Source: an optimization exercise on an open RTL-to-GDS flow (aim: small area, a short achievable clock period and few clock cycles per item). Production flows keep margins and buffers that such runs may drop.
Where RTL was checked, it was by simulation tests only, not by an equivalence proof against the original.
No functional check of the RTL was part of run 2.

==> flow/design.v, too long to show whole: its modules and the start of the top module <==
// module ekf_top: 2102 lines
// module ekf_fa: 9 lines
// module ekf_ha: 8 lines
module ekf_top (
    input  logic        clk,
    input  logic        n_rst,
    input  logic        meas_req,
    input  logic [29:0] meas,
    output logic        meas_ack,
    output logic        result_req,
    output logic [47:0] result,
    input  logic        result_ack
);
  // ...
==> flow/flow/run.sh <==
#!/bin/bash
# the standard flow, with timing repair aiming 15 ns below the clock period
bash standard.sh SETUP_SLACK_MARGIN=15 finish > standard.log 2>&1
==> flow/standard.sh <==
#!/bin/bash
# synth_recipe.tcl (not shown) runs the flow's synth.tcl, then flattens the netlist and writes it again
# the make line also repeats each setting of config.mk as NAME=value (left out here)
make -C /OpenROAD-flow-scripts/flow DESIGN_CONFIG=/design/flow/config.mk WORK_HOME=/design/flow/orfs CLKGATE_MAP_FILE= SYNTH_SCRIPT=/design/flow/synth_recipe.tcl "${@:-finish}"
==> flow/config.mk <==
export PLATFORM = sky130hd
export DESIGN_NAME = ekf_top
export DESIGN_NICKNAME = ekf_top
export VERILOG_FILES = /design/flow/design.v
export SDC_FILE = /design/flow/constraint.sdc
export NUM_CORES = 4
export LEC_CHECK = 0
export CAP_MARGIN = 20
export CORE_MARGIN = 2
export CORE_UTILIZATION = 50
export SLEW_MARGIN = 20
export SYNTH_HIERARCHICAL = 1
export SYNTH_MINIMUM_KEEP_SIZE = 0
==> flow/constraint.sdc <==
create_clock -name core_clock -period 22.0 [get_ports {clk}]
set_input_delay 4.4000 -clock core_clock [delete_from_list [all_inputs] [get_ports {clk}]]
set_output_delay 4.4000 -clock core_clock [all_outputs]
set_load 0.01 [all_outputs]
==> results_dict.tcl, run 1 <==
set metrics [dict create \
    status "finished clean" \
    inverters 79 \
    synthTopCellsByArea "fa_1, ha_1, edfxtp_1" \
    crit_path_frequent_cell "fa_1" \
    syn_area_mm2 0.0245 \
    grt_max_degree 95 \
    critPathLaunchType "flop" \
    buf_share 0.0567 \
    drt_iter0_markers 2234 \
    top_layer "met4" \
    largest_reg_flops 30 \
    hold_violations 0 \
    drive_above_1_share 0.0756 \
    crit_required_ns 22.21 \
    worst-path-buf-inv 2 \
    overflow 0 \
    setup_slack_ns 15.19 \
    yosys.cell_types.count 76 \
    utilization 0.555 \
    buffers 157 \
    syn_inst 2610 \
    clock_area_frac 0.0218 \
    cts_resized 26 \
    route.met2.wl_um 40600 \
    n_sequential_cell 172 \
    worstMarginPinSlew_ns 1.04 \
    synthSimpleGateAreaFrac 0.169 \
]
Testbench counts, summed over its fixed seeds: cycles 6,160, items 2,048.
==> run 2: changes to the inputs <==
--- a/flow/design.v
+++ b/flow/design.v
@@ -7,39 +7,41 @@
     output logic        meas_ack,
     output logic        result_req,
     output logic [47:0] result,
     input  logic        result_ack
 );
     logic        s1, s2, s3;      
     logic        out_idle;        
     logic        wr;              
+    logic        adv2;            
     logic        accept;          
     logic        take;
     logic [29:0] cap;
     logic signed [23:0] soc, vrc;
     assign wr     = s3 && out_idle;
+    assign adv2   = s2 && !result_req;
     assign accept = !(s1 || s2 || s3) || wr;
     assign take   = meas_req && !meas_ack && accept;
     always_ff @(posedge clk or negedge n_rst) begin
         if (!n_rst) begin
             meas_ack   <= 1'b0;
             s1         <= 1'b0;
             s2         <= 1'b0;
             s3         <= 1'b0;
             result_req <= 1'b0;
             out_idle   <= 1'b1;
         end else begin
             if (take)
                 meas_ack <= 1'b1;
             else if (!meas_req)
                 meas_ack <= 1'b0;
             s1 <= take;
-            s2 <= s1;
-            s3 <= s2 || (s3 && !out_idle);
+            s2 <= s1 || (s2 && result_req);
+            s3 <= adv2 || (s3 && !out_idle);
             if (wr) begin
                 result_req <= 1'b1;
                 out_idle   <= 1'b0;
             end else if (result_req && result_ack) begin
                 result_req <= 1'b0;
             end else if (!out_idle && !result_req && !result_ack) begin
                 out_idle <= 1'b1;
             end
@@ -286,20 +288,20 @@
         cf <= cf_d;
         if (accept)
             xx <= wr ? vrc_n : vrc;
         else
             xx <= soc_p_n;
     end
     logic [23:0] vrow;
     logic [20:0] qrow;
-    logic signed [23:0] vrc_p, e;
+    logic signed [23:0] vrc_pr, e;
     logic [24-1:0] rp, rn;
     assign vrow = s1 ? 24'd0 : c_v;
-    assign qrow = s1 ? 21'd0 : vrc_p[23:3];
+    assign qrow = s1 ? 21'd0 : vrc_pr[23:3];
     always_ff @(posedge clk) begin
         rp[1] <= '0;
         rn[1] <= cf_d[0] | cf_d[1];
         rp[3] <= cf_d[0] | cf_d[5];
         rn[3] <= '0;
         rp[4] <= '0;
         rn[4] <= cf_d[3];
         rp[5] <= '0;
@@ -1307,17 +1309,17 @@
     ekf_fa u_ts31 (pb438, pb7, pb29, ts31, tc32);
     logic ts33, tc34;
     ekf_fa u_ts33 (pb52, pb75, pb98, ts33, tc34);
     logic ts35, tc36;
     ekf_fa u_ts35 (pb121, tc22, tc24, ts35, tc36);
     logic ts37, tc38;
     ekf_fa u_ts37 (ts31, ts33, tc26, ts37, tc38);
     logic ts39, tc40;
-    ekf_fa u_ts39 (ts35, tc30, ts37, ts39, tc40);
+    ekf_fa u_ts39 (ts35, tc30, tc28, ts39, tc40);
     logic ts41, tc42;
     ekf_fa u_ts41 (pb439, pb8, pb30, ts41, tc42);
     logic ts43, tc44;
     ekf_fa u_ts43 (pb53, pb76, pb99, ts43, tc44);
     logic ts45, tc46;
     ekf_fa u_ts45 (pb122, pb144, tc32, ts45, tc46);
     logic ts47, tc48;
     ekf_fa u_ts47 (tc34, ts41, ts43, ts47, tc48);
@@ -1331,31 +1333,31 @@
     ekf_fa u_ts55 (pb54, pb77, pb100, ts55, tc56);
     logic ts57, tc58;
     ekf_fa u_ts57 (pb123, pb145, tc42, ts57, tc58);
     logic ts59, tc60;
     ekf_fa u_ts59 (tc44, ts53, ts55, ts59, tc60);
     logic ts61, tc62;
     ekf_fa u_ts61 (tc46, tc48, ts57, ts61, tc62);
     logic ts63, tc64;
-    ekf_fa u_ts63 (ts59, ts61, tc50, ts63, tc64);
+    ekf_fa u_ts63 (ts59, tc50, ts61, ts63, tc64);
     logic ts65, tc66;
     ekf_fa u_ts65 (pb441, pb10, pb32, ts65, tc66);
     logic ts67, tc68;
     ekf_fa u_ts67 (pb55, pb78, pb101, ts67, tc68);
     logic ts69, tc70;
     ekf_fa u_ts69 (pb124, pb146, pb168, ts69, tc70);
     logic ts71, tc72;
     ekf_fa u_ts71 (tc54, tc56, ts65, ts71, tc72);
     logic ts73, tc74;
     ekf_fa u_ts73 (ts67, ts69, tc58, ts73, tc74);
     logic ts75, tc76;
-    ekf_fa u_ts75 (tc60, ts71, ts73, ts75, tc76);
+    ekf_fa u_ts75 (tc60, ts71, tc62, ts75, tc76);
     logic ts77, tc78;
-    ekf_ha u_ts77 (tc62, ts75, ts77, tc78);
+    ekf_ha u_ts77 (ts73, tc64, ts77, tc78);
     logic ts79, tc80;
     ekf_fa u_ts79 (pb442, pb11, pb33, ts79, tc80);
     logic ts81, tc82;
     ekf_fa u_ts81 (pb56, pb79, pb102, ts81, tc82);
     logic ts83, tc84;
     ekf_fa u_ts83 (pb125, pb147, pb169, ts83, tc84);
     logic ts85, tc86;
     ekf_fa u_ts85 (tc66, tc68, tc70, ts85, tc86);
@@ -1373,19 +1375,19 @@
     ekf_fa u_ts97 (pb126, pb148, pb170, ts97, tc98);
     logic ts99, tc100;
     ekf_fa u_ts99 (pb192, tc80, tc82, ts99, tc100);
     logic ts101, tc102;
     ekf_fa u_ts101 (tc84, ts93, ts95, ts101, tc102);
     logic ts103, tc104;
     ekf_fa u_ts103 (ts97, tc86, tc88, ts103, tc104);
     logic ts105, tc106;
-    ekf_fa u_ts105 (ts99, ts101, ts103, ts105, tc106);
+    ekf_fa u_ts105 (ts99, ts101, tc90, ts105, tc106);
     logic ts107, tc108;
-    ekf_ha u_ts107 (tc90, ts105, ts107, tc108);
+    ekf_ha u_ts107 (ts103, ts105, ts107, tc108);
     logic ts109, tc110;
     ekf_fa u_ts109 (pb444, pb13, pb35, ts109, tc110);
     logic ts111, tc112;
     ekf_fa u_ts111 (pb58, pb81, pb104, ts111, tc112);
     logic ts113, tc114;
     ekf_fa u_ts113 (pb127, pb149, pb171, ts113, tc114);
     logic ts115, tc116;
     ekf_fa u_ts115 (pb193, tc94, tc96, ts115, tc116);
@@ -1423,17 +1425,17 @@
     ekf_fa u_ts147 (pb195, pb216, tc126, ts147, tc148);
     logic ts149, tc150;
     ekf_fa u_ts149 (tc128, tc130, ts141, ts149, tc150);
     logic ts151, tc152;
     ekf_fa u_ts151 (ts143, ts145, tc132, ts151, tc152);
     logic ts153, tc154;
     ekf_fa u_ts153 (tc134, ts147, ts149, ts153, tc154);
     logic ts155, tc156;
-    ekf_fa u_ts155 (ts151, tc136, ts153, ts155, tc156);
+    ekf_fa u_ts155 (tc136, ts151, ts153, ts155, tc156);
     logic ts157, tc158;
     ekf_ha u_ts157 (tc138, ts155, ts157, tc158);
     logic ts159, tc160;
     ekf_fa u_ts159 (pb447, pb16, pb38, ts159, tc160);
     logic ts161, tc162;
     ekf_fa u_ts161 (pb61, pb84, pb107, ts161, tc162);
     logic ts163, tc164;
     ekf_fa u_ts163 (pb130, pb152, pb174, ts163, tc164);
@@ -1443,17 +1445,17 @@
     ekf_fa u_ts167 (tc142, tc144, tc146, ts167, tc168);
     logic ts169, tc170;
     ekf_fa u_ts169 (ts159, ts161, ts163, ts169, tc170);
     logic ts171, tc172;
     ekf_fa u_ts171 (ts165, tc148, tc150, ts171, tc172);
     logic ts173, tc174;
     ekf_fa u_ts173 (ts167, ts169, tc152, ts173, tc174);
     logic ts175, tc176;
-    ekf_fa u_ts175 (ts171, tc154, ts173, ts175, tc176);
+    ekf_fa u_ts175 (tc154, ts171, ts173, ts175, tc176);
     logic ts177, tc178;
     ekf_ha u_ts177 (tc156, tc158, ts177, tc178);
     logic ts179, tc180;
     ekf_fa u_ts179 (pb448, pb17, pb39, ts179, tc180);
     logic ts181, tc182;
     ekf_fa u_ts181 (pb62, pb85, pb108, ts181, tc182);
     logic ts183, tc184;
     ekf_fa u_ts183 (pb131, pb153, pb175, ts183, tc184);
@@ -1463,17 +1465,17 @@
     ekf_fa u_ts187 (tc160, tc162, tc164, ts187, tc188);
     logic ts189, tc190;
     ekf_fa u_ts189 (tc166, ts179, ts181, ts189, tc190);
     logic ts191, tc192;
     ekf_fa u_ts191 (ts183, ts185, tc168, ts191, tc192);
     logic ts193, tc194;
     ekf_fa u_ts193 (tc170, ts187, ts189, ts193, tc194);
     logic ts195, tc196;
-    ekf_fa u_ts195 (ts191, tc172, ts193, ts195, tc196);
+    ekf_fa u_ts195 (tc172, ts191, ts193, ts195, tc196);
     logic ts197, tc198;
     ekf_fa u_ts197 (tc174, ts195, tc176, ts197, tc198);
     logic ts199, tc200;
     ekf_fa u_ts199 (pb449, pb18, pb40, ts199, tc200);
     logic ts201, tc202;
     ekf_fa u_ts201 (pb63, pb86, pb109, ts201, tc202);
     logic ts203, tc204;
     ekf_fa u_ts203 (pb132, pb154, pb176, ts203, tc204);
@@ -1485,17 +1487,17 @@
     ekf_fa u_ts209 (tc184, tc186, ts199, ts209, tc210);
     logic ts211, tc212;
     ekf_fa u_ts211 (ts201, ts203, ts205, ts211, tc212);
     logic ts213, tc214;
     ekf_fa u_ts213 (tc188, tc190, ts207, ts213, tc214);
     logic ts215, tc216;
     ekf_fa u_ts215 (ts209, ts211, tc192, ts215, tc216);
     logic ts217, tc218;
-    ekf_fa u_ts217 (ts213, tc194, ts215, ts217, tc218);
+    ekf_fa u_ts217 (tc194, ts213, ts215, ts217, tc218);
     logic ts219, tc220;
     ekf_ha u_ts219 (tc196, ts217, ts219, tc220);
     logic ts221, tc222;
     ekf_fa u_ts221 (pb450, pb19, pb41, ts221, tc222);
     logic ts223, tc224;
     ekf_fa u_ts223 (pb64, pb87, pb110, ts223, tc224);
     logic ts225, tc226;
     ekf_fa u_ts225 (pb133, pb155, pb177, ts225, tc226);
@@ -1537,573 +1539,583 @@
     ekf_fa u_ts261 (ts253, ts255, ts257, ts261, tc262);
     logic ts263, tc264;
     ekf_fa u_ts263 (tc236, tc238, ts259, ts263, tc264);
     logic ts265, tc266;
     ekf_fa u_ts265 (ts261, tc240, ts263, ts265, tc266);
     logic ts267, tc268;
     ekf_ha u_ts267 (tc242, ts265, ts267, tc268);
     logic ts269, tc270;
-    ekf_fa u_ts269 (pb385, pb409, pb451, ts269, tc270);
+    ekf_fa u_ts269 (pb385, pb451, pb21, ts269, tc270);
     logic ts271, tc272;
-    ekf_fa u_ts271 (pb21, pb43, pb66, ts271, tc272);
+    ekf_fa u_ts271 (pb43, pb66, pb89, ts271, tc272);
     logic ts273, tc274;
-    ekf_fa u_ts273 (pb89, pb112, pb135, ts273, tc274);
+    ekf_fa u_ts273 (pb112, pb135, pb157, ts273, tc274);
     logic ts275, tc276;
-    ekf_fa u_ts275 (pb157, pb179, pb201, ts275, tc276);
+    ekf_fa u_ts275 (pb179, pb201, pb222, ts275, tc276);
     logic ts277, tc278;
-    ekf_fa u_ts277 (pb222, pb245, pb267, ts277, tc278);
+    ekf_fa u_ts277 (pb245, pb267, pb290, ts277, tc278);
     logic ts279, tc280;
-    ekf_fa u_ts279 (pb290, pb312, ts269, ts279, tc280);
+    ekf_fa u_ts279 (pb312, tc246, tc248, ts279, tc280);
     logic ts281, tc282;
-    ekf_fa u_ts281 (tc246, tc248, tc250, ts281, tc282);
+    ekf_fa u_ts281 (tc250, tc252, ts269, ts281, tc282);
     logic ts283, tc284;
-    ekf_fa u_ts283 (tc252, ts271, ts273, ts283, tc284);
+    ekf_fa u_ts283 (ts271, ts273, ts275, ts283, tc284);
     logic ts285, tc286;
-    ekf_fa u_ts285 (ts275, ts277, ts279, ts285, tc286);
+    ekf_fa u_ts285 (ts277, tc254, tc256, ts285, tc286);
     logic ts287, tc288;
-    ekf_fa u_ts287 (tc254, tc256, tc258, ts287, tc288);
+    ekf_fa u_ts287 (tc258, ts279, pb409, ts287, tc288);
     logic ts289, tc290;
     ekf_fa u_ts289 (ts281, ts283, pb360, ts289, tc290);
     logic ts291, tc292;
-    ekf_fa u_ts291 (ts285, tc260, ts287, ts291, tc292);
+    ekf_fa u_ts291 (tc260, tc262, ts285, ts291, tc292);
     logic ts293, tc294;
-    ekf_fa u_ts293 (tc262, ts289, tc264, ts293, tc294);
+    ekf_fa u_ts293 (ts287, ts289, tc264, ts293, tc294);
     logic ts295, tc296;
     ekf_fa u_ts295 (ts291, tc266, ts293, ts295, tc296);
     logic ts297, tc298;
-    ekf_fa u_ts297 (pb386, pb410, pb452, ts297, tc298);
+    ekf_fa u_ts297 (pb386, pb452, pb22, ts297, tc298);
     logic ts299, tc300;
-    ekf_fa u_ts299 (pb22, pb44, pb67, ts299, tc300);
+    ekf_fa u_ts299 (pb44, pb67, pb90, ts299, tc300);
     logic ts301, tc302;
-    ekf_fa u_ts301 (pb90, pb113, pb136, ts301, tc302);
+    ekf_fa u_ts301 (pb113, pb136, pb158, ts301, tc302);
     logic ts303, tc304;
-    ekf_fa u_ts303 (pb158, pb180, pb202, ts303, tc304);
+    ekf_fa u_ts303 (pb180, pb202, pb223, ts303, tc304);
     logic ts305, tc306;
-    ekf_fa u_ts305 (pb223, pb246, pb268, ts305, tc306);
+    ekf_fa u_ts305 (pb246, pb268, pb291, ts305, tc306);
     logic ts307, tc308;
-    ekf_fa u_ts307 (pb291, pb313, pb336, ts307, tc308);
+    ekf_fa u_ts307 (pb313, pb336, tc270, ts307, tc308);
     logic ts309, tc310;
-    ekf_fa u_ts309 (tc270, ts297, tc272, ts309, tc310);
+    ekf_fa u_ts309 (tc272, tc274, tc276, ts309, tc310);
     logic ts311, tc312;
-    ekf_fa u_ts311 (tc274, tc276, tc278, ts311, tc312);
+    ekf_fa u_ts311 (tc278, ts297, ts299, ts311, tc312);
     logic ts313, tc314;
-    ekf_fa u_ts313 (ts299, ts301, ts303, ts313, tc314);
+    ekf_fa u_ts313 (ts301, ts303, ts305, ts313, tc314);
     logic ts315, tc316;
-    ekf_fa u_ts315 (ts305, ts307, tc280, ts315, tc316);
+    ekf_fa u_ts315 (tc280, tc282, tc284, ts315, tc316);
     logic ts317, tc318;
-    ekf_fa u_ts317 (tc282, tc284, ts309, ts317, tc318);
+    ekf_fa u_ts317 (ts307, ts309, pb410, ts317, tc318);
     logic ts319, tc320;
     ekf_fa u_ts319 (ts311, ts313, pb361, ts319, tc320);
     logic ts321, tc322;
-    ekf_fa u_ts321 (tc286, ts315, tc288, ts321, tc322);
+    ekf_fa u_ts321 (tc286, tc288, ts315, ts321, tc322);
     logic ts323, tc324;
     ekf_fa u_ts323 (ts317, tc290, ts319, ts323, tc324);
     logic ts325, tc326;
     ekf_fa u_ts325 (tc292, ts321, ts323, ts325, tc326);
     logic ts327, tc328;
     ekf_ha u_ts327 (tc294, ts325, ts327, tc328);
     logic ts329, tc330;
-    ekf_fa u_ts329 (pb387, pb411, pb453, ts329, tc330);
+    ekf_fa u_ts329 (pb387, pb453, pb23, ts329, tc330);
     logic ts331, tc332;
-    ekf_fa u_ts331 (pb23, pb45, pb68, ts331, tc332);
+    ekf_fa u_ts331 (pb45, pb68, pb91, ts331, tc332);
     logic ts333, tc334;
-    ekf_fa u_ts333 (pb91, pb114, pb137, ts333, tc334);
+    ekf_fa u_ts333 (pb114, pb137, pb159, ts333, tc334);
     logic ts335, tc336;
-    ekf_fa u_ts335 (pb159, pb181, pb203, ts335, tc336);
+    ekf_fa u_ts335 (pb181, pb203, pb224, ts335, tc336);
     logic ts337, tc338;
-    ekf_fa u_ts337 (pb224, pb247, pb269, ts337, tc338);
+    ekf_fa u_ts337 (pb247, pb269, pb292, ts337, tc338);
     logic ts339, tc340;
-    ekf_fa u_ts339 (pb292, pb314, pb337, ts339, tc340);
+    ekf_fa u_ts339 (pb314, pb337, tc298, ts339, tc340);
     logic ts341, tc342;
-    ekf_fa u_ts341 (tc298, ts329, tc300, ts341, tc342);
+    ekf_fa u_ts341 (tc300, tc302, tc304, ts341, tc342);
     logic ts343, tc344;
-    ekf_fa u_ts343 (tc302, tc304, tc306, ts343, tc344);
+    ekf_fa u_ts343 (tc306, ts329, ts331, ts343, tc344);
     logic ts345, tc346;
-    ekf_fa u_ts345 (tc308, ts331, ts333, ts345, tc346);
+    ekf_fa u_ts345 (ts333, ts335, ts337, ts345, tc346);
     logic ts347, tc348;
-    ekf_fa u_ts347 (ts335, ts337, ts339, ts347, tc348);
+    ekf_fa u_ts347 (tc308, tc310, tc312, ts347, tc348);
     logic ts349, tc350;
-    ekf_fa u_ts349 (tc310, tc312, tc314, ts349, tc350);
+    ekf_fa u_ts349 (tc314, ts339, ts341, ts349, tc350);
     logic ts351, tc352;
-    ekf_fa u_ts351 (ts341, ts343, ts345, ts351, tc352);
+    ekf_fa u_ts351 (pb411, ts343, ts345, ts351, tc352);
     logic ts353, tc354;
-    ekf_fa u_ts353 (ts347, tc316, pb362, ts353, tc354);
+    ekf_fa u_ts353 (pb362, tc316, tc318, ts353, tc354);
     logic ts355, tc356;
-    ekf_fa u_ts355 (tc318, ts349, ts351, ts355, tc356);
+    ekf_fa u_ts355 (ts347, ts349, ts351, ts355, tc356);
     logic ts357, tc358;
-    ekf_fa u_ts357 (tc320, ts353, tc322, ts357, tc358);
+    ekf_fa u_ts357 (tc320, tc322, ts353, ts357, tc358);
     logic ts359, tc360;
     ekf_fa u_ts359 (ts355, tc324, ts357, ts359, tc360);
     logic ts361, tc362;
-    ekf_ha u_ts361 (tc326, ts359, ts361, tc362);
+    ekf_ha u_ts361 (tc326, tc328, ts361, tc362);
     logic ts363, tc364;
-    ekf_fa u_ts363 (pb388, pb412, pb454, ts363, tc364);
+    ekf_fa u_ts363 (pb388, pb454, pb46, ts363, tc364);
     logic ts365, tc366;
-    ekf_fa u_ts365 (pb46, pb69, pb92, ts365, tc366);
+    ekf_fa u_ts365 (pb69, pb92, pb115, ts365, tc366);
     logic ts367, tc368;
-    ekf_fa u_ts367 (pb115, pb138, pb160, ts367, tc368);
+    ekf_fa u_ts367 (pb138, pb160, pb182, ts367, tc368);
     logic ts369, tc370;
-    ekf_fa u_ts369 (pb182, pb204, pb225, ts369, tc370);
+    ekf_fa u_ts369 (pb204, pb225, pb248, ts369, tc370);
     logic ts371, tc372;
-    ekf_fa u_ts371 (pb248, pb270, pb293, ts371, tc372);
+    ekf_fa u_ts371 (pb270, pb293, pb315, ts371, tc372);
     logic ts373, tc374;
-    ekf_fa u_ts373 (pb315, pb338, tc330, ts373, tc374);
+    ekf_fa u_ts373 (pb338, tc330, tc332, ts373, tc374);
     logic ts375, tc376;
-    ekf_fa u_ts375 (ts363, tc332, tc334, ts375, tc376);
+    ekf_fa u_ts375 (tc334, tc336, tc338, ts375, tc376);
     logic ts377, tc378;
-    ekf_fa u_ts377 (tc336, tc338, tc340, ts377, tc378);
+    ekf_fa u_ts377 (ts363, ts365, ts367, ts377, tc378);
     logic ts379, tc380;
-    ekf_fa u_ts379 (ts365, ts367, ts369, ts379, tc380);
+    ekf_fa u_ts379 (ts369, ts371, tc340, ts379, tc380);
     logic ts381, tc382;
-    ekf_fa u_ts381 (ts371, ts373, tc342, ts381, tc382);
+    ekf_fa u_ts381 (tc342, tc344, tc346, ts381, tc382);
     logic ts383, tc384;
-    ekf_fa u_ts383 (tc344, tc346, tc348, ts383, tc384);
+    ekf_fa u_ts383 (ts373, ts375, pb412, ts383, tc384);
     logic ts385, tc386;
-    ekf_fa u_ts385 (ts375, ts377, ts379, ts385, tc386);
+    ekf_fa u_ts385 (ts377, pb363, tc348, ts385, tc386);
     logic ts387, tc388;
-    ekf_fa u_ts387 (pb363, ts381, tc350, ts387, tc388);
+    ekf_fa u_ts387 (tc350, ts379, tc352, ts387, tc388);
     logic ts389, tc390;
-    ekf_fa u_ts389 (ts383, tc352, ts385, ts389, tc390);
+    ekf_fa u_ts389 (ts381, ts383, tc354, ts389, tc390);
     logic ts391, tc392;
-    ekf_fa u_ts391 (tc354, ts387, tc356, ts391, tc392);
+    ekf_fa u_ts391 (ts385, tc356, ts387, ts391, tc392);
     logic ts393, tc394;
-    ekf_fa u_ts393 (ts389, tc358, ts391, ts393, tc394);
+    ekf_fa u_ts393 (tc358, ts389, ts391, ts393, tc394);
     logic ts395, tc396;
     ekf_ha u_ts395 (tc360, ts393, ts395, tc396);
     logic ts397, tc398;
-    ekf_fa u_ts397 (pb389, pb413, pb455, ts397, tc398);
+    ekf_fa u_ts397 (pb389, pb455, pb47, ts397, tc398);
     logic ts399, tc400;
-    ekf_fa u_ts399 (pb47, pb70, pb93, ts399, tc400);
+    ekf_fa u_ts399 (pb70, pb93, pb116, ts399, tc400);
     logic ts401, tc402;
-    ekf_fa u_ts401 (pb116, pb139, pb161, ts401, tc402);
+    ekf_fa u_ts401 (pb139, pb161, pb183, ts401, tc402);
     logic ts403, tc404;
-    ekf_fa u_ts403 (pb183, pb205, pb226, ts403, tc404);
+    ekf_fa u_ts403 (pb205, pb226, pb249, ts403, tc404);
     logic ts405, tc406;
-    ekf_fa u_ts405 (pb249, pb271, pb294, ts405, tc406);
+    ekf_fa u_ts405 (pb271, pb294, pb316, ts405, tc406);
     logic ts407, tc408;
-    ekf_fa u_ts407 (pb316, pb339, tc364, ts407, tc408);
+    ekf_fa u_ts407 (pb339, tc364, tc366, ts407, tc408);
     logic ts409, tc410;
-    ekf_fa u_ts409 (ts397, tc366, tc368, ts409, tc410);
+    ekf_fa u_ts409 (tc368, tc370, tc372, ts409, tc410);
     logic ts411, tc412;
-    ekf_fa u_ts411 (tc370, tc372, ts399, ts411, tc412);
+    ekf_fa u_ts411 (ts397, ts399, ts401, ts411, tc412);
     logic ts413, tc414;
-    ekf_fa u_ts413 (ts401, ts403, ts405, ts413, tc414);
+    ekf_fa u_ts413 (ts403, ts405, tc374, ts413, tc414);
     logic ts415, tc416;
-    ekf_fa u_ts415 (tc374, ts407, tc376, ts415, tc416);
+    ekf_fa u_ts415 (tc376, tc378, ts407, ts415, tc416);
     logic ts417, tc418;
-    ekf_fa u_ts417 (tc378, tc380, ts409, ts417, tc418);
+    ekf_fa u_ts417 (ts409, pb413, ts411, ts417, tc418);
     logic ts419, tc420;
-    ekf_fa u_ts419 (ts411, ts413, pb364, ts419, tc420);
+    ekf_fa u_ts419 (pb364, tc380, tc382, ts419, tc420);
     logic ts421, tc422;
-    ekf_fa u_ts421 (tc382, ts415, tc384, ts421, tc422);
+    ekf_fa u_ts421 (ts413, tc384, ts415, ts421, tc422);
     logic ts423, tc424;
-    ekf_fa u_ts423 (ts417, tc386, ts419, ts423, tc424);
+    ekf_fa u_ts423 (ts417, tc386, tc388, ts423, tc424);
     logic ts425, tc426;
-    ekf_fa u_ts425 (tc388, ts421, tc390, ts425, tc426);
+    ekf_fa u_ts425 (ts419, ts421, tc390, ts425, tc426);
     logic ts427, tc428;
-    ekf_fa u_ts427 (ts423, tc392, ts425, ts427, tc428);
+    ekf_fa u_ts427 (tc392, ts423, ts425, ts427, tc428);
     logic ts429, tc430;
-    ekf_ha u_ts429 (tc394, ts427, ts429, tc430);
+    ekf_ha u_ts429 (tc394, tc396, ts429, tc430);
     logic ts431, tc432;
-    ekf_fa u_ts431 (pb390, pb414, pb456, ts431, tc432);
+    ekf_fa u_ts431 (pb390, pb456, pb71, ts431, tc432);
     logic ts433, tc434;
-    ekf_fa u_ts433 (pb71, pb94, pb117, ts433, tc434);
+    ekf_fa u_ts433 (pb94, pb117, pb140, ts433, tc434);
     logic ts435, tc436;
-    ekf_fa u_ts435 (pb140, pb162, pb184, ts435, tc436);
+    ekf_fa u_ts435 (pb162, pb184, pb206, ts435, tc436);
     logic ts437, tc438;
-    ekf_fa u_ts437 (pb206, pb227, pb250, ts437, tc438);
+    ekf_fa u_ts437 (pb227, pb250, pb272, ts437, tc438);
     logic ts439, tc440;
-    ekf_fa u_ts439 (pb272, pb295, pb317, ts439, tc440);
+    ekf_fa u_ts439 (pb295, pb317, pb340, ts439, tc440);
     logic ts441, tc442;
-    ekf_fa u_ts441 (pb340, tc398, ts431, ts441, tc442);
+    ekf_fa u_ts441 (tc398, tc400, tc402, ts441, tc442);
     logic ts443, tc444;
-    ekf_fa u_ts443 (tc400, tc402, tc404, ts443, tc444);
+    ekf_fa u_ts443 (tc404, tc406, ts431, ts443, tc444);
     logic ts445, tc446;
-    ekf_fa u_ts445 (tc406, ts433, ts435, ts445, tc446);
+    ekf_fa u_ts445 (ts433, ts435, ts437, ts445, tc446);
     logic ts447, tc448;
-    ekf_fa u_ts447 (ts437, ts439, tc408, ts447, tc448);
+    ekf_fa u_ts447 (ts439, tc408, tc410, ts447, tc448);
     logic ts449, tc450;
-    ekf_fa u_ts449 (ts441, tc410, tc412, ts449, tc450);
+    ekf_fa u_ts449 (tc412, ts441, pb414, ts449, tc450);
     logic ts451, tc452;
-    ekf_fa u_ts451 (tc414, ts443, ts445, ts451, tc452);
+    ekf_fa u_ts451 (ts443, ts445, pb365, ts451, tc452);
     logic ts453, tc454;
-    ekf_fa u_ts453 (ts447, pb365, tc416, ts453, tc454);
+    ekf_fa u_ts453 (tc414, tc416, ts447, ts453, tc454);
     logic ts455, tc456;
     ekf_fa u_ts455 (tc418, ts449, ts451, ts455, tc456);
     logic ts457, tc458;
     ekf_fa u_ts457 (tc420, tc422, ts453, ts457, tc458);
     logic ts459, tc460;
     ekf_fa u_ts459 (ts455, tc424, ts457, ts459, tc460);
     logic ts461, tc462;
     ekf_fa u_ts461 (tc426, ts459, tc428, ts461, tc462);
     logic ts463, tc464;
-    ekf_fa u_ts463 (pb391, pb415, pb457, ts463, tc464);
+    ekf_fa u_ts463 (pb391, pb457, pb95, ts463, tc464);
     logic ts465, tc466;
-    ekf_fa u_ts465 (pb95, pb118, pb141, ts465, tc466);
+    ekf_fa u_ts465 (pb118, pb141, pb163, ts465, tc466);
     logic ts467, tc468;
-    ekf_fa u_ts467 (pb163, pb185, pb207, ts467, tc468);
+    ekf_fa u_ts467 (pb185, pb207, pb228, ts467, tc468);
     logic ts469, tc470;
-    ekf_fa u_ts469 (pb228, pb251, pb273, ts469, tc470);
+    ekf_fa u_ts469 (pb251, pb273, pb296, ts469, tc470);
     logic ts471, tc472;
-    ekf_fa u_ts471 (pb296, pb318, pb341, ts471, tc472);
+    ekf_fa u_ts471 (pb318, pb341, tc432, ts471, tc472);
     logic ts473, tc474;
-    ekf_fa u_ts473 (tc432, ts463, tc434, ts473, tc474);
+    ekf_fa u_ts473 (tc434, tc436, tc438, ts473, tc474);
     logic ts475, tc476;
-    ekf_fa u_ts475 (tc436, tc438, tc440, ts475, tc476);
+    ekf_fa u_ts475 (tc440, ts463, ts465, ts475, tc476);
     logic ts477, tc478;
-    ekf_fa u_ts477 (ts465, ts467, ts469, ts477, tc478);
+    ekf_fa u_ts477 (ts467, ts469, tc442, ts477, tc478);
     logic ts479, tc480;
-    ekf_fa u_ts479 (ts471, tc442, tc444, ts479, tc480);
+    ekf_fa u_ts479 (tc444, tc446, ts471, ts479, tc480);
     logic ts481, tc482;
-    ekf_fa u_ts481 (tc446, ts473, ts475, ts481, tc482);
+    ekf_fa u_ts481 (ts473, pb415, ts475, ts481, tc482);
     logic ts483, tc484;
-    ekf_fa u_ts483 (ts477, tc448, pb366, ts483, tc484);
+    ekf_fa u_ts483 (pb366, tc448, ts477, ts483, tc484);
     logic ts485, tc486;
-    ekf_fa u_ts485 (ts479, tc450, ts481, ts485, tc486);
+    ekf_fa u_ts485 (tc450, ts479, ts481, ts485, tc486);
     logic ts487, tc488;
     ekf_fa u_ts487 (tc452, tc454, ts483, ts487, tc488);
     logic ts489, tc490;
-    ekf_fa u_ts489 (tc456, ts485, tc458, ts489, tc490);
+    ekf_fa u_ts489 (ts485, tc456, tc458, ts489, tc490);
     logic ts491, tc492;
     ekf_fa u_ts491 (ts487, tc460, ts489, ts491, tc492);
     logic ts493, tc494;
-    ekf_fa u_ts493 (pb392, pb416, pb458, ts493, tc494);
+    ekf_fa u_ts493 (pb392, pb458, pb119, ts493, tc494);
     logic ts495, tc496;
-    ekf_fa u_ts495 (pb119, pb142, pb164, ts495, tc496);
+    ekf_fa u_ts495 (pb142, pb164, pb186, ts495, tc496);
     logic ts497, tc498;
-    ekf_fa u_ts497 (pb186, pb208, pb229, ts497, tc498);
+    ekf_fa u_ts497 (pb208, pb229, pb252, ts497, tc498);
     logic ts499, tc500;
-    ekf_fa u_ts499 (pb252, pb274, pb297, ts499, tc500);
+    ekf_fa u_ts499 (pb274, pb297, pb319, ts499, tc500);
     logic ts501, tc502;
-    ekf_fa u_ts501 (pb319, pb342, tc464, ts501, tc502);
+    ekf_fa u_ts501 (pb342, tc464, tc466, ts501, tc502);
     logic ts503, tc504;
-    ekf_fa u_ts503 (ts493, tc466, tc468, ts503, tc504);
+    ekf_fa u_ts503 (tc468, tc470, ts493, ts503, tc504);
     logic ts505, tc506;
-    ekf_fa u_ts505 (tc470, tc472, ts495, ts505, tc506);
+    ekf_fa u_ts505 (ts495, ts497, ts499, ts505, tc506);
     logic ts507, tc508;
-    ekf_fa u_ts507 (ts497, ts499, ts501, ts507, tc508);
+    ekf_fa u_ts507 (tc472, tc474, tc476, ts507, tc508);
     logic ts509, tc510;
-    ekf_fa u_ts509 (tc474, tc476, tc478, ts509, tc510);
+    ekf_fa u_ts509 (ts501, pb416, ts503, ts509, tc510);
     logic ts511, tc512;
-    ekf_fa u_ts511 (ts503, ts505, pb367, ts511, tc512);
+    ekf_fa u_ts511 (ts505, pb367, tc478, ts511, tc512);
     logic ts513, tc514;
-    ekf_fa u_ts513 (ts507, tc480, tc482, ts513, tc514);
+    ekf_fa u_ts513 (tc480, tc482, ts507, ts513, tc514);
     logic ts515, tc516;
     ekf_fa u_ts515 (ts509, tc484, ts511, ts515, tc516);
     logic ts517, tc518;
     ekf_fa u_ts517 (tc486, ts513, tc488, ts517, tc518);
     logic ts519, tc520;
     ekf_fa u_ts519 (ts515, tc490, ts517, ts519, tc520);
     logic ts521, tc522;
-    ekf_fa u_ts521 (pb393, pb417, pb459, ts521, tc522);
+    ekf_fa u_ts521 (pb393, pb459, pb143, ts521, tc522);
     logic ts523, tc524;
-    ekf_fa u_ts523 (pb143, pb165, pb187, ts523, tc524);
+    ekf_fa u_ts523 (pb165, pb187, pb209, ts523, tc524);
     logic ts525, tc526;
-    ekf_fa u_ts525 (pb209, pb230, pb253, ts525, tc526);
+    ekf_fa u_ts525 (pb230, pb253, pb275, ts525, tc526);
     logic ts527, tc528;
-    ekf_fa u_ts527 (pb275, pb298, pb320, ts527, tc528);
+    ekf_fa u_ts527 (pb298, pb320, pb343, ts527, tc528);
     logic ts529, tc530;
-    ekf_fa u_ts529 (pb343, tc494, ts521, ts529, tc530);
+    ekf_fa u_ts529 (tc494, tc496, tc498, ts529, tc530);
     logic ts531, tc532;
-    ekf_fa u_ts531 (tc496, tc498, tc500, ts531, tc532);
+    ekf_fa u_ts531 (tc500, ts521, ts523, ts531, tc532);
     logic ts533, tc534;
-    ekf_fa u_ts533 (ts523, ts525, ts527, ts533, tc534);
+    ekf_fa u_ts533 (ts525, ts527, tc502, ts533, tc534);
     logic ts535, tc536;
-    ekf_fa u_ts535 (tc502, ts529, tc504, ts535, tc536);
+    ekf_fa u_ts535 (tc504, tc506, ts529, ts535, tc536);
     logic ts537, tc538;
-    ekf_fa u_ts537 (tc506, ts531, ts533, ts537, tc538);
+    ekf_fa u_ts537 (pb417, ts531, pb368, ts537, tc538);
     logic ts539, tc540;
-    ekf_fa u_ts539 (tc508, pb368, ts535, ts539, tc540);
+    ekf_fa u_ts539 (tc508, ts533, tc510, ts539, tc540);
     logic ts541, tc542;
-    ekf_fa u_ts541 (tc510, ts537, tc512, ts541, tc542);
+    ekf_fa u_ts541 (ts535, ts537, tc512, ts541, tc542);
     logic ts543, tc544;
     ekf_fa u_ts543 (tc514, ts539, tc516, ts543, tc544);
     logic ts545, tc546;
     ekf_fa u_ts545 (ts541, tc518, ts543, ts545, tc546);
     logic ts547, tc548;
-    ekf_fa u_ts547 (pb394, pb418, pb460, ts547, tc548);
+    ekf_fa u_ts547 (pb394, pb460, pb166, ts547, tc548);
     logic ts549, tc550;
-    ekf_fa u_ts549 (pb166, pb188, pb210, ts549, tc550);
+    ekf_fa u_ts549 (pb188, pb210, pb231, ts549, tc550);
     logic ts551, tc552;
-    ekf_fa u_ts551 (pb231, pb254, pb276, ts551, tc552);
+    ekf_fa u_ts551 (pb254, pb276, pb299, ts551, tc552);
     logic ts553, tc554;
-    ekf_fa u_ts553 (pb299, pb321, pb344, ts553, tc554);
+    ekf_fa u_ts553 (pb321, pb344, tc522, ts553, tc554);
     logic ts555, tc556;
-    ekf_fa u_ts555 (tc522, ts547, tc524, ts555, tc556);
+    ekf_fa u_ts555 (tc524, tc526, tc528, ts555, tc556);
     logic ts557, tc558;
-    ekf_fa u_ts557 (tc526, tc528, ts549, ts557, tc558);
+    ekf_fa u_ts557 (ts547, ts549, ts551, ts557, tc558);
     logic ts559, tc560;
-    ekf_fa u_ts559 (ts551, ts553, tc530, ts559, tc560);
+    ekf_fa u_ts559 (tc530, tc532, ts553, ts559, tc560);
     logic ts561, tc562;
-    ekf_fa u_ts561 (tc532, tc534, ts555, ts561, tc562);
+    ekf_fa u_ts561 (ts555, pb418, ts557, ts561, tc562);
     logic ts563, tc564;
-    ekf_fa u_ts563 (ts557, pb369, ts559, ts563, tc564);
+    ekf_fa u_ts563 (pb369, tc534, tc536, ts563, tc564);
     logic ts565, tc566;
-    ekf_fa u_ts565 (tc536, ts561, tc538, ts565, tc566);
+    ekf_fa u_ts565 (ts559, ts561, tc538, ts565, tc566);
     logic ts567, tc568;
-    ekf_fa u_ts567 (ts563, tc540, ts565, ts567, tc568);
+    ekf_fa u_ts567 (tc540, ts563, ts565, ts567, tc568);
     logic ts569, tc570;
     ekf_fa u_ts569 (tc542, ts567, tc544, ts569, tc570);
     logic ts571, tc572;
-    ekf_fa u_ts571 (pb395, pb419, pb461, ts571, tc572);
+    ekf_fa u_ts571 (pb395, pb461, pb167, ts571, tc572);
     logic ts573, tc574;
-    ekf_fa u_ts573 (pb167, pb189, pb211, ts573, tc574);
+    ekf_fa u_ts573 (pb189, pb211, pb232, ts573, tc574);
     logic ts575, tc576;
-    ekf_fa u_ts575 (pb232, pb255, pb277, ts575, tc576);
+    ekf_fa u_ts575 (pb255, pb277, pb300, ts575, tc576);
     logic ts577, tc578;
-    ekf_fa u_ts577 (pb300, pb322, pb345, ts577, tc578);
+    ekf_fa u_ts577 (pb322, pb345, tc548, ts577, tc578);
     logic ts579, tc580;
-    ekf_fa u_ts579 (tc548, ts571, tc550, ts579, tc580);
+    ekf_fa u_ts579 (tc550, tc552, ts571, ts579, tc580);
     logic ts581, tc582;
-    ekf_fa u_ts581 (tc552, tc554, ts573, ts581, tc582);
+    ekf_fa u_ts581 (ts573, ts575, tc554, ts581, tc582);
     logic ts583, tc584;
-    ekf_fa u_ts583 (ts575, ts577, tc556, ts583, tc584);
+    ekf_fa u_ts583 (tc556, tc558, ts577, ts583, tc584);
     logic ts585, tc586;
-    ekf_fa u_ts585 (tc558, ts579, ts581, ts585, tc586);
+    ekf_fa u_ts585 (pb419, ts579, pb370, ts585, tc586);
     logic ts587, tc588;
-    ekf_fa u_ts587 (tc560, pb370, ts583, ts587, tc588);
+    ekf_fa u_ts587 (tc560, ts581, tc562, ts587, tc588);
     logic ts589, tc590;
-    ekf_fa u_ts589 (tc562, ts585, tc564, ts589, tc590);
+    ekf_fa u_ts589 (ts583, ts585, tc564, ts589, tc590);
     logic ts591, tc592;
     ekf_fa u_ts591 (ts587, tc566, ts589, ts591, tc592);
     logic ts593, tc594;
     ekf_ha u_ts593 (tc568, ts591, ts593, tc594);
     logic ts595, tc596;
-    ekf_fa u_ts595 (pb396, pb420, pb462, ts595, tc596);
+    ekf_fa u_ts595 (pb396, pb462, pb190, ts595, tc596);
     logic ts597, tc598;
-    ekf_fa u_ts597 (pb190, pb212, pb233, ts597, tc598);
+    ekf_fa u_ts597 (pb212, pb233, pb256, ts597, tc598);
     logic ts599, tc600;
-    ekf_fa u_ts599 (pb256, pb278, pb301, ts599, tc600);
+    ekf_fa u_ts599 (pb278, pb301, pb323, ts599, tc600);
     logic ts601, tc602;
-    ekf_fa u_ts601 (pb323, pb346, tc572, ts601, tc602);
+    ekf_fa u_ts601 (pb346, tc572, tc574, ts601, tc602);
     logic ts603, tc604;
-    ekf_fa u_ts603 (ts595, tc574, tc576, ts603, tc604);
+    ekf_fa u_ts603 (tc576, ts595, ts597, ts603, tc604);
     logic ts605, tc606;
-    ekf_fa u_ts605 (tc578, ts597, ts599, ts605, tc606);
+    ekf_fa u_ts605 (ts599, tc578, tc580, ts605, tc606);
     logic ts607, tc608;
-    ekf_fa u_ts607 (ts601, tc580, tc582, ts607, tc608);
+    ekf_fa u_ts607 (ts601, pb420, ts603, ts607, tc608);
     logic ts609, tc610;
-    ekf_fa u_ts609 (ts603, ts605, pb371, ts609, tc610);
+    ekf_fa u_ts609 (pb371, tc582, tc584, ts609, tc610);
     logic ts611, tc612;
-    ekf_fa u_ts611 (tc584, ts607, tc586, ts611, tc612);
+    ekf_fa u_ts611 (ts605, ts607, tc586, ts611, tc612);
     logic ts613, tc614;
-    ekf_fa u_ts613 (ts609, tc588, ts611, ts613, tc614);
+    ekf_fa u_ts613 (tc588, ts609, ts611, ts613, tc614);
     logic ts615, tc616;
     ekf_fa u_ts615 (tc590, ts613, tc592, ts615, tc616);
     logic ts617, tc618;
-    ekf_fa u_ts617 (pb397, pb421, pb463, ts617, tc618);
+    ekf_fa u_ts617 (pb397, pb463, pb191, ts617, tc618);
     logic ts619, tc620;
-    ekf_fa u_ts619 (pb191, pb213, pb234, ts619, tc620);
+    ekf_fa u_ts619 (pb213, pb234, pb257, ts619, tc620);
     logic ts621, tc622;
-    ekf_fa u_ts621 (pb257, pb279, pb302, ts621, tc622);
+    ekf_fa u_ts621 (pb279, pb302, pb324, ts621, tc622);
     logic ts623, tc624;
-    ekf_fa u_ts623 (pb324, pb347, tc596, ts623, tc624);
+    ekf_fa u_ts623 (pb347, tc596, tc598, ts623, tc624);
     logic ts625, tc626;
-    ekf_fa u_ts625 (ts617, tc598, tc600, ts625, tc626);
+    ekf_fa u_ts625 (tc600, ts617, ts619, ts625, tc626);
     logic ts627, tc628;
-    ekf_fa u_ts627 (ts619, ts621, tc602, ts627, tc628);
+    ekf_fa u_ts627 (ts621, tc602, tc604, ts627, tc628);
     logic ts629, tc630;
-    ekf_fa u_ts629 (ts623, tc604, tc606, ts629, tc630);
+    ekf_fa u_ts629 (ts623, pb421, ts625, ts629, tc630);
     logic ts631, tc632;
-    ekf_fa u_ts631 (ts625, ts627, pb372, ts631, tc632);
+    ekf_fa u_ts631 (pb372, tc606, tc608, ts631, tc632);
     logic ts633, tc634;
-    ekf_fa u_ts633 (tc608, ts629, tc610, ts633, tc634);
+    ekf_fa u_ts633 (ts627, ts629, tc610, ts633, tc634);
     logic ts635, tc636;
     ekf_fa u_ts635 (ts631, tc612, ts633, ts635, tc636);
     logic ts637, tc638;
     ekf_ha u_ts637 (tc614, ts635, ts637, tc638);
     logic ts639, tc640;
-    ekf_fa u_ts639 (pb398, pb422, pb464, ts639, tc640);
+    ekf_fa u_ts639 (pb398, pb464, pb214, ts639, tc640);
     logic ts641, tc642;
-    ekf_fa u_ts641 (pb214, pb235, pb258, ts641, tc642);
+    ekf_fa u_ts641 (pb235, pb258, pb280, ts641, tc642);
     logic ts643, tc644;
-    ekf_fa u_ts643 (pb280, pb303, pb325, ts643, tc644);
+    ekf_fa u_ts643 (pb303, pb325, pb348, ts643, tc644);
     logic ts645, tc646;
-    ekf_fa u_ts645 (pb348, tc618, ts639, ts645, tc646);
+    ekf_fa u_ts645 (tc618, tc620, tc622, ts645, tc646);
     logic ts647, tc648;
-    ekf_fa u_ts647 (tc620, tc622, ts641, ts647, tc648);
+    ekf_fa u_ts647 (ts639, ts641, ts643, ts647, tc648);
     logic ts649, tc650;
-    ekf_fa u_ts649 (ts643, tc624, ts645, ts649, tc650);
+    ekf_fa u_ts649 (tc624, tc626, ts645, ts649, tc650);
     logic ts651, tc652;
-    ekf_fa u_ts651 (tc626, ts647, tc628, ts651, tc652);
+    ekf_fa u_ts651 (pb422, ts647, pb373, ts651, tc652);
     logic ts653, tc654;
-    ekf_fa u_ts653 (pb373, ts649, tc630, ts653, tc654);
+    ekf_fa u_ts653 (tc628, tc630, ts649, ts653, tc654);
     logic ts655, tc656;
     ekf_fa u_ts655 (ts651, tc632, ts653, ts655, tc656);
     logic ts657, tc658;
     ekf_fa u_ts657 (tc634, ts655, tc636, ts657, tc658);
     logic ts659, tc660;
-    ekf_fa u_ts659 (pb399, pb423, pb465, ts659, tc660);
+    ekf_fa u_ts659 (pb399, pb465, pb215, ts659, tc660);
     logic ts661, tc662;
-    ekf_fa u_ts661 (pb215, pb236, pb259, ts661, tc662);
+    ekf_fa u_ts661 (pb236, pb259, pb281, ts661, tc662);
     logic ts663, tc664;
-    ekf_fa u_ts663 (pb281, pb304, pb326, ts663, tc664);
+    ekf_fa u_ts663 (pb304, pb326, pb349, ts663, tc664);
     logic ts665, tc666;
-    ekf_fa u_ts665 (pb349, tc640, ts659, ts665, tc666);
+    ekf_fa u_ts665 (tc640, tc642, tc644, ts665, tc666);
     logic ts667, tc668;
-    ekf_fa u_ts667 (tc642, tc644, ts661, ts667, tc668);
+    ekf_fa u_ts667 (ts659, ts661, ts663, ts667, tc668);
     logic ts669, tc670;
-    ekf_fa u_ts669 (ts663, tc646, ts665, ts669, tc670);
+    ekf_fa u_ts669 (tc646, tc648, ts665, ts669, tc670);
     logic ts671, tc672;
-    ekf_fa u_ts671 (tc648, ts667, pb374, ts671, tc672);
+    ekf_fa u_ts671 (pb423, ts667, pb374, ts671, tc672);
     logic ts673, tc674;
     ekf_fa u_ts673 (tc650, ts669, tc652, ts673, tc674);
     logic ts675, tc676;
     ekf_fa u_ts675 (ts671, tc654, ts673, ts675, tc676);
     logic ts677, tc678;
     ekf_ha u_ts677 (tc656, ts675, ts677, tc678);
     logic ts679, tc680;
-    ekf_fa u_ts679 (pb400, pb424, pb466, ts679, tc680);
+    ekf_fa u_ts679 (pb400, pb466, pb237, ts679, tc680);
     logic ts681, tc682;
-    ekf_fa u_ts681 (pb237, pb260, pb282, ts681, tc682);
+    ekf_fa u_ts681 (pb260, pb282, pb305, ts681, tc682);
     logic ts683, tc684;
-    ekf_fa u_ts683 (pb305, pb327, pb350, ts683, tc684);
+    ekf_fa u_ts683 (pb327, pb350, tc660, ts683, tc684);
     logic ts685, tc686;
-    ekf_fa u_ts685 (tc660, ts679, tc662, ts685, tc686);
+    ekf_fa u_ts685 (tc662, tc664, ts679, ts685, tc686);
     logic ts687, tc688;
-    ekf_fa u_ts687 (tc664, ts681, ts683, ts687, tc688);
+    ekf_fa u_ts687 (ts681, tc666, tc668, ts687, tc688);
     logic ts689, tc690;
-    ekf_fa u_ts689 (tc666, tc668, ts685, ts689, tc690);
+    ekf_fa u_ts689 (ts683, pb424, ts685, ts689, tc690);
     logic ts691, tc692;
-    ekf_fa u_ts691 (ts687, pb375, tc670, ts691, tc692);
+    ekf_fa u_ts691 (pb375, tc670, ts687, ts691, tc692);
     logic ts693, tc694;
     ekf_fa u_ts693 (ts689, tc672, ts691, ts693, tc694);
     logic ts695, tc696;
     ekf_fa u_ts695 (tc674, ts693, tc676, ts695, tc696);
     logic ts697, tc698;
-    ekf_fa u_ts697 (one38, pb401, pb425, ts697, tc698);
+    ekf_fa u_ts697 (one38, pb401, pb238, ts697, tc698);
     logic ts699, tc700;
-    ekf_fa u_ts699 (pb238, pb261, pb283, ts699, tc700);
+    ekf_fa u_ts699 (pb261, pb283, pb306, ts699, tc700);
     logic ts701, tc702;
-    ekf_fa u_ts701 (pb306, pb328, pb351, ts701, tc702);
+    ekf_fa u_ts701 (pb328, pb351, tc680, ts701, tc702);
     logic ts703, tc704;
-    ekf_fa u_ts703 (tc680, ts697, tc682, ts703, tc704);
+    ekf_fa u_ts703 (tc682, ts697, ts699, ts703, tc704);
     logic ts705, tc706;
-    ekf_fa u_ts705 (tc684, ts699, ts701, ts705, tc706);
+    ekf_fa u_ts705 (tc684, tc686, ts701, ts705, tc706);
     logic ts707, tc708;
-    ekf_fa u_ts707 (tc686, tc688, ts703, ts707, tc708);
+    ekf_fa u_ts707 (pb425, ts703, pb376, ts707, tc708);
     logic ts709, tc710;
-    ekf_fa u_ts709 (ts705, pb376, tc690, ts709, tc710);
+    ekf_fa u_ts709 (tc688, tc690, ts705, ts709, tc710);
     logic ts711, tc712;
     ekf_fa u_ts711 (ts707, tc692, ts709, ts711, tc712);
     logic ts713, tc714;
     ekf_ha u_ts713 (tc694, ts711, ts713, tc714);
     logic ts715, tc716;
-    ekf_fa u_ts715 (pb402, pb426, pb467, ts715, tc716);
+    ekf_fa u_ts715 (pb402, pb467, pb239, ts715, tc716);
     logic ts717, tc718;
-    ekf_fa u_ts717 (pb239, pb262, pb284, ts717, tc718);
+    ekf_fa u_ts717 (pb262, pb284, pb307, ts717, tc718);
     logic ts719, tc720;
-    ekf_fa u_ts719 (pb307, pb329, pb352, ts719, tc720);
+    ekf_fa u_ts719 (pb329, pb352, tc698, ts719, tc720);
     logic ts721, tc722;
-    ekf_fa u_ts721 (tc698, ts715, tc700, ts721, tc722);
+    ekf_fa u_ts721 (tc700, ts715, ts717, ts721, tc722);
     logic ts723, tc724;
-    ekf_fa u_ts723 (tc702, ts717, ts719, ts723, tc724);
+    ekf_fa u_ts723 (tc702, tc704, ts719, ts723, tc724);
     logic ts725, tc726;
-    ekf_fa u_ts725 (tc704, tc706, ts721, ts725, tc726);
+    ekf_fa u_ts725 (pb426, ts721, pb377, ts725, tc726);
     logic ts727, tc728;
-    ekf_fa u_ts727 (ts723, pb377, tc708, ts727, tc728);
+    ekf_fa u_ts727 (tc706, ts723, tc708, ts727, tc728);
     logic ts729, tc730;
     ekf_fa u_ts729 (ts725, tc710, ts727, ts729, tc730);
     logic ts731, tc732;
     ekf_ha u_ts731 (tc712, ts729, ts731, tc732);
     logic ts733, tc734;
-    ekf_fa u_ts733 (pb403, pb427, pb468, ts733, tc734);
+    ekf_fa u_ts733 (pb403, pb468, pb263, ts733, tc734);
     logic ts735, tc736;
-    ekf_fa u_ts735 (pb263, pb285, pb308, ts735, tc736);
+    ekf_fa u_ts735 (pb285, pb308, pb330, ts735, tc736);
     logic ts737, tc738;
-    ekf_fa u_ts737 (pb330, pb353, tc716, ts737, tc738);
+    ekf_fa u_ts737 (pb353, tc716, tc718, ts737, tc738);
     logic ts739, tc740;
-    ekf_fa u_ts739 (ts733, tc718, tc720, ts739, tc740);
+    ekf_fa u_ts739 (ts733, ts735, tc720, ts739, tc740);
     logic ts741, tc742;
-    ekf_fa u_ts741 (ts735, ts737, tc722, ts741, tc742);
+    ekf_fa u_ts741 (tc722, ts737, pb427, ts741, tc742);
     logic ts743, tc744;
-    ekf_fa u_ts743 (tc724, ts739, pb378, ts743, tc744);
+    ekf_fa u_ts743 (pb378, tc724, ts739, ts743, tc744);
     logic ts745, tc746;
     ekf_fa u_ts745 (ts741, tc726, ts743, ts745, tc746);
     logic ts747, tc748;
     ekf_fa u_ts747 (tc728, ts745, tc730, ts747, tc748);
     logic ts749, tc750;
-    ekf_fa u_ts749 (pb404, pb428, pb469, ts749, tc750);
+    ekf_fa u_ts749 (pb404, pb469, pb286, ts749, tc750);
     logic ts751, tc752;
-    ekf_fa u_ts751 (pb286, pb309, pb331, ts751, tc752);
+    ekf_fa u_ts751 (pb309, pb331, pb354, ts751, tc752);
     logic ts753, tc754;
-    ekf_fa u_ts753 (pb354, tc734, ts749, ts753, tc754);
+    ekf_fa u_ts753 (tc734, tc736, ts749, ts753, tc754);
     logic ts755, tc756;
-    ekf_fa u_ts755 (tc736, ts751, tc738, ts755, tc756);
+    ekf_fa u_ts755 (ts751, tc738, pb428, ts755, tc756);
     logic ts757, tc758;
-    ekf_fa u_ts757 (ts753, tc740, ts755, ts757, tc758);
+    ekf_fa u_ts757 (ts753, pb379, tc740, ts757, tc758);
     logic ts759, tc760;
-    ekf_fa u_ts759 (pb379, tc742, tc744, ts759, tc760);
+    ekf_fa u_ts759 (tc742, ts755, tc744, ts759, tc760);
     logic ts761, tc762;
     ekf_fa u_ts761 (ts757, tc746, ts759, ts761, tc762);
     logic ts763, tc764;
-    ekf_fa u_ts763 (pb405, pb429, pb470, ts763, tc764);
+    ekf_fa u_ts763 (pb405, pb470, pb287, ts763, tc764);
     logic ts765, tc766;
-    ekf_fa u_ts765 (pb287, pb310, pb332, ts765, tc766);
+    ekf_fa u_ts765 (pb310, pb332, pb355, ts765, tc766);
     logic ts767, tc768;
-    ekf_fa u_ts767 (pb355, tc750, ts763, ts767, tc768);
+    ekf_fa u_ts767 (tc750, tc752, ts763, ts767, tc768);
     logic ts769, tc770;
-    ekf_fa u_ts769 (tc752, ts765, tc754, ts769, tc770);
+    ekf_fa u_ts769 (ts765, tc754, pb429, ts769, tc770);
     logic ts771, tc772;
-    ekf_fa u_ts771 (ts767, tc756, pb380, ts771, tc772);
+    ekf_fa u_ts771 (ts767, pb380, tc756, ts771, tc772);
     logic ts773, tc774;
     ekf_fa u_ts773 (ts769, tc758, ts771, ts773, tc774);
     logic ts775, tc776;
     ekf_ha u_ts775 (tc760, ts773, ts775, tc776);
     logic ts777, tc778;
     ekf_fa u_ts777 (pb406, pb471, pb311, ts777, tc778);
     logic ts779, tc780;
     ekf_fa u_ts779 (pb333, pb356, tc764, ts779, tc780);
     logic ts781, tc782;
     ekf_fa u_ts781 (tc766, ts777, tc768, ts781, tc782);
     logic ts783, tc784;
-    ekf_fa u_ts783 (ts779, tc770, pb381, ts783, tc784);
+    ekf_fa u_ts783 (ts779, pb381, tc770, ts783, tc784);
     logic ts785, tc786;
     ekf_fa u_ts785 (ts781, tc772, ts783, ts785, tc786);
     logic ts787, tc788;
     ekf_ha u_ts787 (tc774, ts785, ts787, tc788);
     logic ts789, tc790;
     ekf_fa u_ts789 (pb407, pb334, pb357, ts789, tc790);
     logic ts791, tc792;
     ekf_fa u_ts791 (tc778, ts789, tc780, ts791, tc792);
     logic ts793, tc794;
-    ekf_fa u_ts793 (tc782, ts791, pb382, ts793, tc794);
+    ekf_fa u_ts793 (pb382, tc782, ts791, ts793, tc794);
     logic ts795, tc796;
     ekf_fa u_ts795 (tc784, ts793, tc786, ts795, tc796);
     logic ts797, tc798;
     ekf_fa u_ts797 (pb408, pb335, pb358, ts797, tc798);
     logic ts799, tc800;
-    ekf_fa u_ts799 (tc790, ts797, tc792, ts799, tc800);
+    ekf_fa u_ts799 (tc790, ts797, pb383, ts799, tc800);
     logic ts801, tc802;
-    ekf_fa u_ts801 (pb383, ts799, tc794, ts801, tc802);
+    ekf_fa u_ts801 (tc792, ts799, tc794, ts801, tc802);
     logic ts803, tc804;
     ekf_fa u_ts803 (pb359, tc798, pb384, ts803, tc804);
     logic ts805, tc806;
     ekf_ha u_ts805 (tc800, ts803, ts805, tc806);
-    logic [46:0] ra, rb, msum;
-    assign ra   = {tc802, tc796, tc788, tc776, tc762, tc748, tc732, tc714, tc696, tc678, tc658, tc638, tc616, tc594, tc570, tc546, tc520, tc492, tc462, tc430, tc396, tc362, tc328, tc296, tc268, tc244, tc220, tc198, tc178, ts175, tc140, tc124, tc108, tc92, tc78, tc64, tc52, tc40, tc28, ts27, ts17, ts9, ts3, pb24, pb1, pb0, pb430};
-    assign rb   = {ts805, ts801, ts795, ts787, ts775, ts761, ts747, ts731, ts713, ts695, ts677, ts657, ts637, ts615, ts593, ts569, ts545, ts519, ts491, ts461, ts429, ts395, ts361, ts327, ts295, ts267, ts243, ts219, ts197, ts177, ts157, ts139, ts123, ts107, ts91, ts77, ts63, ts51, ts39, ts29, ts19, ts11, ts5, ts1, pb432, pb431, 1'b0};
-    assign msum = ra + rb;
+    logic [22-1:0]  la, lb;
+    logic [22:0]    lsum;
+    logic [25-1:0] ms, mc, rsum;
+    logic            mcin;
+    assign la   = {tc244, tc220, tc198, tc178, ts175, tc140, tc124, tc108, tc92, tc78, ts75, tc52, tc40, ts37, ts27, ts17, ts9, ts3, pb24, pb1, pb0, pb430};
+    assign lb   = {ts267, ts243, ts219, ts197, ts177, ts157, ts139, ts123, ts107, ts91, ts77, ts63, ts51, ts39, ts29, ts19, ts11, ts5, ts1, pb432, pb431, 1'b0};
+    assign lsum = la + lb;
     always_ff @(posedge clk) begin
-        if (s1)
-            vrc_p <= msum[46:23];
-        e <= msum[45:22];
+        if (s1 || adv2) begin
+            ms   <= {tc802, tc796, tc788, tc776, tc762, tc748, tc732, tc714, tc696, tc678, tc658, tc638, tc616, tc594, tc570, tc546, tc520, tc492, tc462, tc430, ts427, tc362, ts359, tc296, tc268};
+            mc   <= {ts805, ts801, ts795, ts787, ts775, ts761, ts747, ts731, ts713, ts695, ts677, ts657, ts637, ts615, ts593, ts569, ts545, ts519, ts491, ts461, ts429, ts395, ts361, ts327, ts295};
+            mcin <= lsum[22];
+        end
     end
+    assign rsum   = ms + mc + mcin;
+    assign vrc_pr = rsum[46-22:23-22];
+    assign e      = rsum[45-22:22-22];
     always_ff @(posedge clk or negedge n_rst) begin
         if (!n_rst) begin
             soc <= 24'sh640000;
             vrc <= 24'sh000000;
         end else if (wr) begin
             soc <= soc_n;
             vrc <= vrc_n;
+        end else if (adv2) begin
+            vrc <= vrc_pr;
         end
     end
     assign soc_n = xx + (e >>> 3);
-    assign vrc_n = vrc_p + (e >>> 1);
+    assign vrc_n = vrc + (e >>> 1);
     assign result = {soc, vrc};
 endmodule
 module ekf_fa (
     input  logic a,
     input  logic b,
     input  logic c,
     output logic s,
     output logic co
==> flow/flow/run.sh (replaced) <==
#!/bin/bash
# the standard flow, with timing repair aiming 16.5 ns below the clock period
bash standard.sh SETUP_SLACK_MARGIN=16.5 finish > standard.log 2>&1
==> run 2 against run 1 <==
Via count up 1.1%. Cell count up 2.5%. Worst setup slack better by 1.3 ns. Synthesized area up 1.8%. Synthesized cell count down 0.31%. Largest cell class unchanged.
==> results_dict.tcl, run 2 <==
set metrics [dict create \
    status "finished clean" \
    met3_length_um 6570 \
    fin_setup_tns_ns 0 \
    route.met2.wl_um 41500 \
    hold_class "reg -> reg" \
    clock_sinks 176 \
    numPortBuffers 83 \
    rr_worst_depth 10 \
    crit_path_top_delay_cell "dfstp_2" \
    area_delta_synth_final_pct 10.4 \
    grt_pass1_wl_um 131000 \
    final_common_cell "fa_1" \
    reg2reg_slack_ns 16.62 \
    layout_common_cells "fa_1, nand2_1, o21ai_0" \
    ant_nets 0 \
    avgSynthCellArea_um2 9.58 \
    die_h_um 227 \
    end_kind "output pin" \
    layout.cells.non_filler 3348 \
    start_util 0.508 \
    hold_violations 0 \
    yosysSeqAreaShare 0.185 \
    met1_length_um 35000 \
    fin_nets 3244 \
    max_cap_viol_count 0 \
    antenna_found_initial 1 \
    synth-main-ff-cell "edfxtp_1" \
    cpPeakStageDelay_ns 0.55 \
    vias_per_cell 6.21 \
    cts-htree-levels 4 \
    clock_tree.root_cell "clkbuf_16" \
    antenna-diode-count 0 \
    yosysTopAreaCell "fa_1" \
    syn_nets 3175 \
    drt_iter0_markers 2061 \
    syn_area_mm2 0.0249 \
    async_flop_share 0.307 \
    grt_pass1_vias 21154 \
    fp-row-count 81 \
    vias 20794 \
    yosys_warnings 7 \
    worstMarginPinSlew_ns 1.13 \
    rr_endpoint "mc[4]" \
    worst-path-buf-inv 1 \
    dp_hpwl_um 66800 \
    placedCellCount 3244 \
    cts_tree "yes" \
    synth.top_cell.area_share 0.307 \
    critPathLaunchType "flop" \
    grt_max_degree 89 \
    crit_path_max_fanout 2 \
    syn_inst 2602 \
    hold_depth 1 \
    overflow 0 \
    largest_reg_flops 30 \
    rsz0062_at_grt "yes" \
    cts_buffers 17 \
    clock-skew-final_ns 0.0193 \
    fp.dieW_um 227 \
    hold_path_end "s1" \
    core_mm2 0.0491 \
    clockBufferDepth 2 \
    synth_commonest_cells "fa_1, nand2_1, o21ai_0" \
    finalCritPeriodShare 0.252 \
    fmax_mhz 181 \
    synthTopCellsByArea "fa_1, edfxtp_1, ha_1" \
    synth-seq-cells 176 \
    io_pins 84 \
    cts.clk_slew.worst_paths_ns 0.07 \
    insertion_delay_ns 0.49 \
    top_layer "met4" \
    top_regs "cap: 30 flops, mc: 25 flops, ms: 25 flops" \
    hold_buffers 0 \
    gp_congestion 0.998 \
    hold_slack_ns 0.472 \
    cp_cell_sequence "buf_6" \
    max-slew-margin-rel 0.249 \
    reg2reg_from "rn[6]" \
    drive_above_1_share 0.118 \
    drc 0 \
    routedWlPerCell_um 26.1 \
    yosysMostFrequentCell "fa_1" \
    setup_viol 0 \
    grt_use_total 0.346 \
    worstHoldStart "meas_ack" \
    min_period_ns 5.54 \
    critPathKind "reg -> out" \
    regMostFlops "cap" \
    drv_slew 0 \
    dr.pass1.iters 6 \
    routed_wl_um 87300 \
    fill_cells 4500 \
    yosys.cell_types.count 101 \
    cp_top_family "flip-flops" \
    synth_edf_count 81 \
    die_area_mm2 0.0516 \
    crit_required_ns 17.60 \
    crit_arrival_ns 1.14 \
]
-- run 2: how the worst max path moves through the flow --
stage	to	depth (start not counted)	startpoint
after floorplan	result[45]	0	soc[21]
after global placement	rn[20]	20	cap[24]
after detailed placement	rn[20]	19	cap[24]
after CTS	result[45]	1	soc[21]
after global routing	result[45]	1	soc[21]
final	result[45]	1	soc[21]
-- run 2: area by class of cell --
cell class	count	area [um^2]	area share
clock buffer	17	425	0.0155
clock inverter	15	193	0.00701
inverter	76	294	0.0107
multi-input combinational	2196	19500	0.711
sequential	176	4630	0.168
tap	664	831	0.0302
timing repair buffer	203	1580	0.0574
timing repair inverter	1	5.00	0.000182
-- run 2: timing repair --
item                                   in CTS  in global routing
endpoints found under the hold margin       0                  0
pin swaps                                   1                  9
setup endpoints to repair                 106                 40
gates cloned                                0                  1
buffers inserted                           49                 22
resized for setup                         238                 30
-- run 2: per-stage QoR --
| stage | utilization | cell area, um^2 | setup slack, ns |
|---|---|---|---|
| detailed placement | 0.537 | 26300 | 15.87 |
| floorplan | - | 24900 | 17.06 |
| global route | 0.561 | 27500 | 16.44 |
| finish | 0.561 | 27500 | 16.46 |
| CTS | 0.555 | 27200 | 16.43 |
| global placement | 0.537 | 26300 | 15.93 |
-- run 2: per-module statistics from Yosys, one instance, submodules excluded --
module | flops+latches | cells inside
ekf_fa | 0 | 1
ekf_ha | 0 | 1
ekf_top | 176 | 2199
-- run 2: cell families (layout without fill, tap and decap cells) --
family                   count (synthesis)  after routing  share of synthesized area
other                                    1              1                   0.000151
flip-flops                             176            176                      0.185
XOR/XNOR                                86             86                     0.0302
adder cells (fa/ha/maj)                539            539                      0.386
AO/OA/AOI/OAI                          720            720                      0.184
AND/OR/NAND/NOR                        831            831                      0.167
multiplexers                            19             19                     0.0112
buffers and inverters                  230            312                     0.0366
-- run 2: routing by layer --
| layer | global-route usage | vias up |
|---|---|---|
| met1 | 0.452 | 10456 |
| met2 | 0.565 | 965 |
| met4 | 0.145 | 0 |
| met3 | 0.0662 | 217 |
| li1 | - | 9156 |
| met5 | 0 | - |

==> static timing again, ports no longer ideal <==
The results above use ideal ports. As a check the final layouts listed here were re-extracted and re-timed, cells and wires unchanged.
Step 1 (the two cells are an assumption about what drives the block):
set clk [get_ports {clk}]
set_driving_cell -lib_cell sky130_fd_sc_hd__clkbuf_16 $clk
set_driving_cell -lib_cell sky130_fd_sc_hd__buf_2 [delete_from_list [all_inputs] $clk]
Step 2 moves the port delays by t, midway between the first and last clock arrival at a register: inputs arrive t later, outputs are due t later. That takes back most of the time a late clock gives input paths.
Three values: no drivers, after step 1, after step 2; two values: the first two.
run | shift t [ns] | setup slack, ns | worst setup path at the end
run 1 | 0.500 | 15.189 / 15.189 / 15.189 | register to register
run 2 | 0.540 | 16.463 / 16.403 / 16.313 | input to register
After both steps setup and hold are still met in every run listed. For run 2, which loses most, drivers alone change the setup slack by -0.060 ns; drivers and shift together by -0.150 ns.
